Source: an optimization exercise on an open RTL-to-GDS flow (aim: a short achievable clock period and few clock cycles per item). Production flows keep margins and buffers that such runs may drop.
Only simulation tests tie the RTL to the original design; equivalence was not proved.
No driver is modelled on the clock port, so clocking that relies on it looks cheaper here than on a real chip.
Power figures rest on the tool's default switching activity, not on a simulated workload.

<file path="config.mk">
export PLATFORM = sky130hd
export DESIGN_NAME = tomasulo_top
export DESIGN_NICKNAME = tomasulo_top
export VERILOG_FILES = /design/flow/design.v
export SDC_FILE = /design/flow/constraint.sdc
export NUM_CORES = 4
export LEC_CHECK = 0
export ABC_CLOCK_PERIOD_IN_PS = 2300
export CAP_MARGIN = 40
export CELL_PAD_IN_SITES_DETAIL_PLACEMENT = 1
export CELL_PAD_IN_SITES_GLOBAL_PLACEMENT = 1
export CORE_MARGIN = 2
export CORE_UTILIZATION = 55
export CTS_CLUSTER_DIAMETER = 80
export CTS_CLUSTER_SIZE = 25
export SETUP_SLACK_MARGIN = 4.75
export SLEW_MARGIN = 45
</file>
<file path="constraint.sdc">
create_clock -name core_clock -period 7.0 [get_ports {clk}]
set_input_delay 1.4000 -clock core_clock [delete_from_list [all_inputs] [get_ports {clk}]]
set_output_delay 1.4000 -clock core_clock [all_outputs]
set_load 0.01 [all_outputs]
</file>
<file path="design.v">
`timescale 1ns/100ps
module tomasulo_top (
    input  logic        clk,
    input  logic        reset,
    input  logic [31:0] instr,
    input  logic        instr_valid,
    output logic        stall,
    output logic        commit_valid,
    output logic [4:0]  commit_rd,
    output logic [31:0] commit_value
);
    function automatic logic [31:0] reset_value(input int i);
        case (i)
            1:  reset_value = 32'd12;
            2:  reset_value = 32'd16;
            3:  reset_value = 32'd45;
            4:  reset_value = 32'd5;
            5:  reset_value = 32'd3;
            6:  reset_value = 32'd4;
            7:  reset_value = 32'd1;
            8:  reset_value = 32'd2;
            9:  reset_value = 32'd2;
            10: reset_value = 32'd3;
            default: reset_value = 32'd0;
        endcase
    endfunction
    function automatic logic [16:0] add16(input logic [15:0] a,
                                          input logic [15:0] b,
                                          input logic        cin);
        logic [15:0] g, p, h;
        g = a & b;
        p = a ^ b;
        h = p;
        g[0] = g[0] | (p[0] & cin);
        p[0] = 1'b0;
        for (int k = 1; k < 16; k = k * 2) begin
            for (int i = 15; i >= k; i--) begin
                g[i] = g[i] | (p[i] & g[i - k]);
                p[i] = p[i] & p[i - k];
            end
        end
        add16 = {g[15], h ^ {g[14:0], cin}};
    endfunction
    assign stall = 1'b0;
    logic        d_valid;
    logic [31:0] d_instr;
    logic [31:1] d_sel1, d_sel2;
    logic [31:1] d_msel1, d_msel2;
    logic        d_h31, d_h32;
    logic        i_h31, i_h32;
    logic        e_valid, e_sub;
    logic [4:0]  e_rd;
    logic        e_hl1, e_hm1, e_hr1;
    logic        e_hl2, e_hm2, e_hr2;
    logic [31:0] e_s1, e_s2;
    logic        l_valid;
    logic [4:0]  l_rd;
    logic [31:0] l_s, l_c;
    logic        m_valid;
    logic [4:0]  m_rd;
    logic [15:0] m_lo, m_hi0, m_hi1;
    logic        m_cy;
    logic [31:1] m_we;
    logic [31:0] m_val;
    function automatic logic [1:0] locate(input logic [4:0] rs,
                                          input logic       v1, input logic [4:0] rd1,
                                          input logic       v2, input logic [4:0] rd2);
        locate = {rs != 5'd0 && v1 && rd1 == rs,
                  rs != 5'd0 && v2 && rd2 == rs};
    endfunction
    function automatic logic [31:1] onehot(input logic [4:0] rs);
        for (int i = 1; i < 32; i++) onehot[i] = rs == 5'(i);
    endfunction
    assign i_h31 = instr[19:15] != 5'd0 && l_valid && l_rd == instr[19:15];
    assign i_h32 = instr[24:20] != 5'd0 && l_valid && l_rd == instr[24:20];
    always_ff @(posedge clk) begin
        if (reset) d_valid <= 1'b0;
        else       d_valid <= instr_valid;
        d_instr <= instr;
        d_sel1  <= onehot(instr[19:15]);
        d_sel2  <= onehot(instr[24:20]);
        d_msel1 <= onehot(instr[19:15]) & {31{!i_h31}};
        d_msel2 <= onehot(instr[24:20]) & {31{!i_h32}};
        d_h31   <= i_h31;
        d_h32   <= i_h32;
    end
    logic rf_reset;
    always_ff @(posedge clk) rf_reset <= reset;
    logic [31:0] rf [1:31];
    logic [31:0] rf1, rf2;
    always_comb begin
        rf1 = '0;
        rf2 = '0;
        for (int i = 1; i < 32; i++) begin
            rf1 = rf1 | {{16{d_sel1[i]}} & rf[i][31:16], {16{d_msel1[i]}} & rf[i][15:0]};
            rf2 = rf2 | {{16{d_sel2[i]}} & rf[i][31:16], {16{d_msel2[i]}} & rf[i][15:0]};
        end
    end
    logic [4:0] r_rd, r_rs1, r_rs2;
    logic       r_addsub;
    logic       h11, h21, h12, h22;
    assign r_rd     = d_instr[11:7];
    assign r_rs1    = d_instr[19:15];
    assign r_rs2    = d_instr[24:20];
    assign r_addsub = d_instr[6:0] == 7'b0110011 && d_instr[14:12] == 3'b000 &&
                      (d_instr[31:25] == 7'b0000000 || d_instr[31:25] == 7'b0100000);
    assign {h11, h21} = locate(r_rs1, e_valid, e_rd, l_valid, l_rd);
    assign {h12, h22} = locate(r_rs2, e_valid, e_rd, l_valid, l_rd);
    always_ff @(posedge clk) begin
        if (reset) e_valid <= 1'b0;
        else       e_valid <= d_valid && r_addsub;
        e_sub <= d_instr[30];
        e_rd  <= r_rd;
        e_hl1 <= h11;
        e_hm1 <= h21 && !h11;
        e_hr1 <= !h21 && !h11;
        e_hl2 <= h12;
        e_hm2 <= h22 && !h12;
        e_hr2 <= !h22 && !h12;
        e_s1  <= {d_h31 ? m_val[31:16] : rf1[31:16], ({16{d_h31}} & m_val[15:0]) | rf1[15:0]};
        e_s2  <= {d_h32 ? m_val[31:16] : rf2[31:16], ({16{d_h32}} & m_val[15:0]) | rf2[15:0]};
    end
    logic [31:0] x, y, z, w;
    logic [31:0] t_s, t_c, n_s, n_c;
    logic [31:0] m_s, m_c;
    assign m_s = {m_hi0, m_lo};
    assign m_c = {15'd0, m_cy, 16'd0};
    assign x = ({32{e_hl1}} & l_s) | ({32{e_hm1}} & m_s) | ({32{e_hr1}} & e_s1);
    assign y = ({32{e_hl1}} & l_c) | ({32{e_hm1}} & m_c);
    assign z = (({32{e_hl2}} & l_s) | ({32{e_hm2}} & m_s) | ({32{e_hr2}} & e_s2)) ^ {32{e_sub}};
    assign w = (({32{e_hl2}} & l_c) | ({32{e_hm2}} & m_c)) ^ {32{e_sub}};
    assign t_s = x ^ y ^ z;
    assign t_c = {(x[30:0] & y[30:0]) | (x[30:0] & z[30:0]) | (y[30:0] & z[30:0]), e_sub};
    assign n_s = t_s ^ t_c ^ w;
    assign n_c = {(t_s[30:0] & t_c[30:0]) | (t_s[30:0] & w[30:0]) | (t_c[30:0] & w[30:0]), e_sub};
    always_ff @(posedge clk) begin
        if (reset) l_valid <= 1'b0;
        else       l_valid <= e_valid;
        l_rd <= e_rd;
        l_s  <= n_s;
        l_c  <= n_c;
    end
    logic [16:0] lo;
    assign lo = add16(l_s[15:0], l_c[15:0], 1'b0);
    always_ff @(posedge clk) begin
        if (reset) m_valid <= 1'b0;
        else       m_valid <= l_valid;
        m_rd  <= l_rd;
        for (int i = 1; i < 32; i++) m_we[i] <= l_valid && l_rd == 5'(i);
        m_lo  <= lo[15:0];
        m_cy  <= lo[16];
        m_hi0 <= 16'(add16(l_s[31:16], l_c[31:16], 1'b0));
        m_hi1 <= 16'(add16(l_s[31:16], l_c[31:16], 1'b1));
    end
    assign m_val = {m_cy ? m_hi1 : m_hi0, m_lo};
    logic        p_valid;
    logic [4:0]  p_rd;
    logic [31:0] p_val;
    always_ff @(posedge clk) begin
        if (reset) p_valid <= 1'b0;
        else       p_valid <= m_valid;
        p_rd  <= m_rd;
        p_val <= m_val;
    end
    assign commit_valid = p_valid;
    assign commit_rd    = p_rd;
    assign commit_value = p_val;
    always_ff @(posedge clk) begin
        for (int i = 1; i < 32; i++) begin
            if (rf_reset)
                rf[i] <= reset_value(i);
            else if (m_we[i])
                rf[i] <= m_val;
        end
    end
endmodule
</file>
<file path="flow/run.sh">
#!/bin/bash
# Standard layout, with the clock tree's levels above the leaf buffers
# rebuilt after CTS (flow/clktop.tcl): the clock port drives four quadrant
# buffers, each driving its quadrant's leaf buffers.
set -euo pipefail
here=$(pwd)
bash standard.sh POST_CTS_TCL="$here/flow/clktop.tcl" finish > "$here/standard.log" 2>&1
</file>
<file path="flow/clktop.tcl">
# Run after clock tree synthesis. The clock tree's leaf buffers (those that
# drive registers) are kept; the levels above them are replaced by four
# clkbuf_16, one per quadrant of the leaves (equal counts), each driving its
# quadrant's leaves, and the clock port drives those four directly. Every
# register still sees two buffer levels, so the whole clock arrives earlier
# by the same amount and no register is favoured.
set block [ord::get_db_block]
set port_net [[$block findBTerm clk] getNet]

# a buffer of the tree: a clkbuf whose output is wired (not a dummy load)
proc tree_out {inst} {
  if { ![string match "sky130_fd_sc_hd__clkbuf*" [[$inst getMaster] getName]] } { return "" }
  set it [$inst findITerm X]
  if { $it eq "NULL" } { return "" }
  set n [$it getNet]
  if { $n eq "NULL" } { return "" }
  return $n
}
proc pin_name {it} { return [[$it getMTerm] getName] }

set upper {}
set upper_nets {}
set leaves {}
set frontier [list $port_net]
while { [llength $frontier] > 0 } {
  set next {}
  foreach net $frontier {
    foreach it [$net getITerms] {
      set inst [$it getInst]
      set on [tree_out $inst]
      if { $on eq "" || [pin_name $it] ne "A" } { continue }
      set drives_tree 0
      foreach lt [$on getITerms] {
        if { [$lt getInst] != $inst && [tree_out [$lt getInst]] ne "" } { set drives_tree 1 }
      }
      if { $drives_tree } {
        lappend upper $inst
        lappend upper_nets $on
        lappend next $on
      } else {
        lappend leaves $inst
      }
    }
  }
  set frontier $next
}
puts "clktop: [llength $upper] upper buffers, [llength $leaves] leaf buffers"

# loads of the upper levels that are not tree buffers: dummy loads go, other
# cells (registers) move to the nearest leaf's net
set strays {}
set dummies {}
foreach net [concat [list $port_net] $upper_nets] {
  foreach it [$net getITerms] {
    set inst [$it getInst]
    if { [tree_out $inst] ne "" && [pin_name $it] eq "A" } { continue }
    if { [lsearch -exact $upper $inst] >= 0 } { continue }
    if { [string match "sky130_fd_sc_hd__clkbuf*" [[$inst getMaster] getName]] } {
      lappend dummies $inst
    } else {
      lappend strays $it
    }
  }
}
puts "clktop: [llength $dummies] dummy loads, [llength $strays] other loads above the leaves"

if { [llength $leaves] < 8 || [llength $upper] < 1 } {
  puts "clktop: tree left as it is"
} else {
  set pts {}
  foreach l $leaves {
    set box [$l getBBox]
    lappend pts [list $l [expr {([$box xMin] + [$box xMax]) / 2}] [expr {([$box yMin] + [$box yMax]) / 2}]]
  }
  foreach l $leaves { [$l findITerm A] disconnect }
  foreach it $strays { $it disconnect }
  foreach d $dummies {
    foreach it [$d getITerms] { $it disconnect }
    odb::dbInst_destroy $d
  }
  foreach u $upper {
    foreach it [$u getITerms] { $it disconnect }
    odb::dbInst_destroy $u
  }
  foreach n $upper_nets { odb::dbNet_destroy $n }
  # quadrants: halves by x, then each half by y
  set byx [lsort -integer -index 1 $pts]
  set h [expr {[llength $byx] / 2}]
  set groups {}
  foreach half [list [lrange $byx 0 [expr {$h - 1}]] [lrange $byx $h end]] {
    set byy [lsort -integer -index 2 $half]
    set m [expr {[llength $byy] / 2}]
    lappend groups [lrange $byy 0 [expr {$m - 1}]] [lrange $byy $m end]
  }
  set master [[ord::get_db] findMaster sky130_fd_sc_hd__clkbuf_16]
  set k 0
  foreach g $groups {
    set sx 0; set sy 0
    foreach p $g { incr sx [lindex $p 1]; incr sy [lindex $p 2] }
    set cx [expr {$sx / [llength $g]}]
    set cy [expr {$sy / [llength $g]}]
    set inst [odb::dbInst_create $block $master "clkbuf_top_$k"]
    set net [odb::dbNet_create $block "clknet_top_$k"]
    $net setSigType CLOCK
    $inst setLocation $cx $cy
    $inst setPlacementStatus PLACED
    [$inst findITerm A] connect $port_net
    [$inst findITerm X] connect $net
    foreach p $g { [[lindex $p 0] findITerm A] connect $net }
    puts "clktop: clkbuf_top_$k at ($cx, $cy) drives [llength $g] leaves"
    incr k
  }
  # strays join the nearest leaf
  foreach it $strays {
    set box [[$it getInst] getBBox]
    set x [$box xMin]; set y [$box yMin]
    set best ""; set bd -1
    foreach p $pts {
      set d [expr {abs([lindex $p 1] - $x) + abs([lindex $p 2] - $y)}]
      if { $bd < 0 || $d < $bd } { set bd $d; set best [lindex $p 0] }
    }
    $it connect [[$best findITerm X] getNet]
  }
  detailed_placement
  estimate_parasitics -placement
  report_clock_latency
}
</file>
<file path="standard.sh">
#!/bin/bash
# synth_recipe.tcl (not shown) runs the flow's synth.tcl, then flattens the netlist and writes it again
# the make line also repeats each setting of config.mk as NAME=value (left out here)
make -C /OpenROAD-flow-scripts/flow DESIGN_CONFIG=/design/flow/config.mk WORK_HOME=/design/flow/orfs CLKGATE_MAP_FILE= SYNTH_SCRIPT=/design/flow/synth_recipe.tcl "${@:-finish}"
</file>
==> flow_summary.yaml <==
yosys:
  synth-seq-area-share: 0.474
  synth_fa_ha_area_frac: 0.0280
  async_reset_ff_frac: 0
  synth-edff-count: 0
  synth_flop_cell: "dfxtp_1"
  yosysWarnings: 2
  syn_inst: 6358
  avgSynthCellArea_sq_um: 9.45
  synth_mux_area_frac: 0.0827
  synth_top_family_by_area: "compound AO/OA/AOI/OAI gates"
  yosys.cell_types.count: 63
  synth-simple-area-share: 0.120
  synth_compound_area_frac: 0.223
  yosys.area_share.xor_xnor: 0.0194
  syn_area_sq_um: 60100
  syn_nets: 6489
  ys_seq_elements: 1423
worst_hold_path:
  hold_path.class: "flip-flop to flip-flop"
  worstHoldStart: "d_instr[30]$_DFF_P_"
  hold_end: "e_sub$_DFF_P_"
  hold_path_depth: 0
critical_path:
  slowest_stage: "fa_2"
  crit_chain: "buf_12 > buf_16 > buf_4 > a222oi_1 > xor2_1 > fa_2 > inv_1 > fa_1"
  end_kind: "flip-flop"
  reg2reg_slack_ns: 4.50
  r2r-end: "l_s[26]$_DFF_P_"
  start_kind: "flip-flop"
  reg2reg_from: "e_hm2$_DFF_P_"
  arrival_ns: 2.93
  max_stage_delay_ns: 0.46
  worst_r2r_path_depth: 8
  worst_ep_required_time_ns: 7.42
  path_class: "flip-flop to flip-flop"
  critical_path_peak_fanout: 8
route:
  wirelength_microns: 296000
  drt_iter0_drc: 10500
  drc: 0
  drt_pass1_iterations: 9
  ant_nets: 0
  vias: 57200
  vias_per_cell: 7.69
  avgRoutedWirePerCell_microns: 39.8
floorplanning:
  die_w_microns: 334
  die_y_microns: 334
  dieArea_sq_um: 112000
  start_util: 0.553
  core_sq_um: 109000
  ios: 74
  row_count: 121
grt:
  antenna_found_initial: 13
  gr-usage-all-layers: 0.509
  first_global_vias: 55500
  grt_max_degree: 131
  grt-ovfl-total: 0
  grt_pass1_wl_microns: 411000
cells_and_area:
  synthToLayoutAreaGrowth_pct: 8.58
  fin_nets: 6103
  stdcell_count: 7433
  drive_gt1_frac: 0.102
run:
  maxCapViolations: 0
timing:
  worst_slew_pin_slew_ns: 0.976
  period_share: 0.358
  maxSlewViolCount: 0
  rsz0062_at_grt: "true"
  fin_worst_skew_ns: 0.0536
  setup_ws_ns: 4.50
  max_freq_ghz: 0.399
  hold_viol_final: 0
  layout_min_cycle_time_ns: 2.50
  setup_viol: 0
  relSlewSlack: 0.350
  setup_tns_ns: 0
place:
  io_buffers: 72
  post-place-cells: 7272
  gp_congestion: 0.933
  pre_cts_ws_ns: 3.45
  dp_hpwl_microns: 166000
pwr:
  leakagePower_nw: 21.3
  max-vdd-ir-drop_uv: 216
  power-per-cell-area_nw_per_um2: 236
cts:
  clock-sinks: 1423
  cts.reportedPaths.clkPinSlew_ns: 0.11
  cts_tree: "done"
  worst_skew_pair.late_latency_ns: 0.56
status:
  status: "timing/DRC/antenna clean"
[metrics by stage]
stage                     utilization  power (mW)  area (sq um)  hold slack (ns)
final                           0.601        15.4         65200            0.324
after global routing            0.601        15.7         65200            0.335
after detailed placement        0.572        10.7         62000            0.314
after global placement          0.562        10.5         61000            0.310
after floorplan                     -        9.74         60100            0.310
[metal layers]
metal  global-route usage  routed length (microns)  up-vias
met2                0.725                   120000     4873
met3                0.203                    43100     1754
li1                     -                        -    22500
met5              0.00521                      178        -
met4                0.394                    29600       16
met1                0.613                   103000    28000
[final cells by class, clock buffers not listed]
type	instances	area, sq um
antenna	9	22.5
fill	11700	43300
inverter	100	385
tap	1414	1770
timing repair buffer	259	3140
sequential	1423	29000
multi-input combinational	4123	29000
clock inverter	21	243
buffer	4	100
[synth_stat cells (all sizes together) (2+ instances only)]
master	instances	area, sq um
clkinv	2	7.51
mux2i	495	4950
nand2	102	383
nand2b	5	31.3
nor2	1153	4350
a21boi	2	15.0
o21a	2	15.0
a21oi	102	514
inv	98	368
nor2b	39	244
o211ai	6	45.0
clkbuf	569	2140
xnor2	76	666
a22o	160	1400
fa	64	1280
nand3b	2	15.0
o21ai	22	114
nand3	55	280
a211oi	499	3750
and3	7	43.8
buf	143	659
o221ai	2	17.5
nor3	38	195
a21o	9	67.6
and2	2	12.5
or2	2	12.5
ha	32	400
a22oi	674	5060
nor4b	2	17.5
a211o	19	166
nor4	8	56.3
o2111ai	2	17.5
a222oi	64	641
nand4	206	1290
a31oi	2	12.5
a221oi	160	1400
a2bb2oi	2	17.5
o21ba	2	20.0
o21bai	3	22.5
or4	35	263
dfxtp	1423	28500
xor2	57	499
[sequential cells by signal (all words and copies together), names as in the netlist, 5 cells and up]
register	count
d_msel2	31
e_s2	32
l_s	32
e_rd	5
m_we	31
m_hi1	16
p_val	32
m_rd	5
d_instr	32
d_sel1	31
m_hi0	16
l_rd	5
rf	992
d_msel1	31
p_rd	5
e_s1	32
d_sel2	31
l_c	32
m_lo	16
[cells by family (layout without fill, tap and decap cells)]
kind of cell	count (synthesis)	count (layout)
AO/OA/AOI/OAI	1739	1739
AND/OR/NAND/NOR	1658	1658
flip-flops	1423	1423
buffers and inverters	812	464
multiplexers	496	496
XOR/XNOR	133	133
adder cells (fa/ha/maj)	96	96
other	1	10
[how the worst max path moves through the flow]
stage                              from                   to  slack [ns]  cells after the start
after global placement        instr[16]   d_msel1[5]$_DFF_P_        3.34                      6
final                     e_hm2$_DFF_P_      l_s[26]$_DFF_P_        4.50                      8
after global routing      e_hm2$_DFF_P_       l_s[7]$_DFF_P_        4.43                      7
after floorplan               instr[16]  d_msel1[15]$_DFF_P_        4.32                      7
after detailed placement      instr[24]  d_msel2[21]$_DFF_P_        3.45                      4
[power by group]
| part | switching [mW] | internal (mW) | leakage (nW) |
|---|---|---|---|
| combinational | 1.45 | 0.633 | 8.74 |
| clock | 2.80 | 1.87 | 0.955 |
| sequential | 0.324 | 8.30 | 11.6 |
[cells in the final DEF, fill, tap and decap left out, drive strengths merged, types with 76 or more instances in the layout]
master,netlist,final
clkbuf,569,89
buf,143,226
a22o,160,160
inv,98,106
a211oi,499,499
a21oi,102,102
nand4,206,206
xnor2,76,76
nand2,102,102
mux2i,495,495
dfxtp,1423,1423
a22oi,674,674
a221oi,160,160
nor2,1153,1153
[worst max-delay path: cells and delay by family (launching register included)]
kind,cells,cell delay (ns)
AO/OA/AOI/OAI,1,0.34
XOR/XNOR,1,0.25
adder cells (fa/ha/maj),2,0.86
buffers and inverters,4,0.51
flip-flops,1,0.40
Testbench counts, summed over its fixed seeds: cycles 8,039, commits 6,826.

separate check: timing with driven ports:
How much do the figures lean on ideal ports? The routed layout below was timed once more, with nothing changed but the port constraints. Step 1 sets driving cells, clkbuf_16 on the clock port and buf_2 on the other inputs (assumed; they add their load-dependent delay and slew). Step 2 adds t to the input delays and takes it off the output delays; t is the mean of the earliest and latest rising clock arrival at the registers after step 1. Input paths then give back, and output paths get back, about the clock's delay inside the block. Slacks: no drivers / after step 1 / after step 2; pairs: no drivers / after step 1.
shift t [ns]: 0.704
setup slack, ns: 4.496 / 4.400 / 4.091
clock arrival spread, ns: 0.066 / 0.066
cell pins on the clock port's net: 4
After both steps this run still meets setup and hold. For this run, drivers alone change the setup slack by -0.096 ns; drivers and shift together by -0.405 ns.
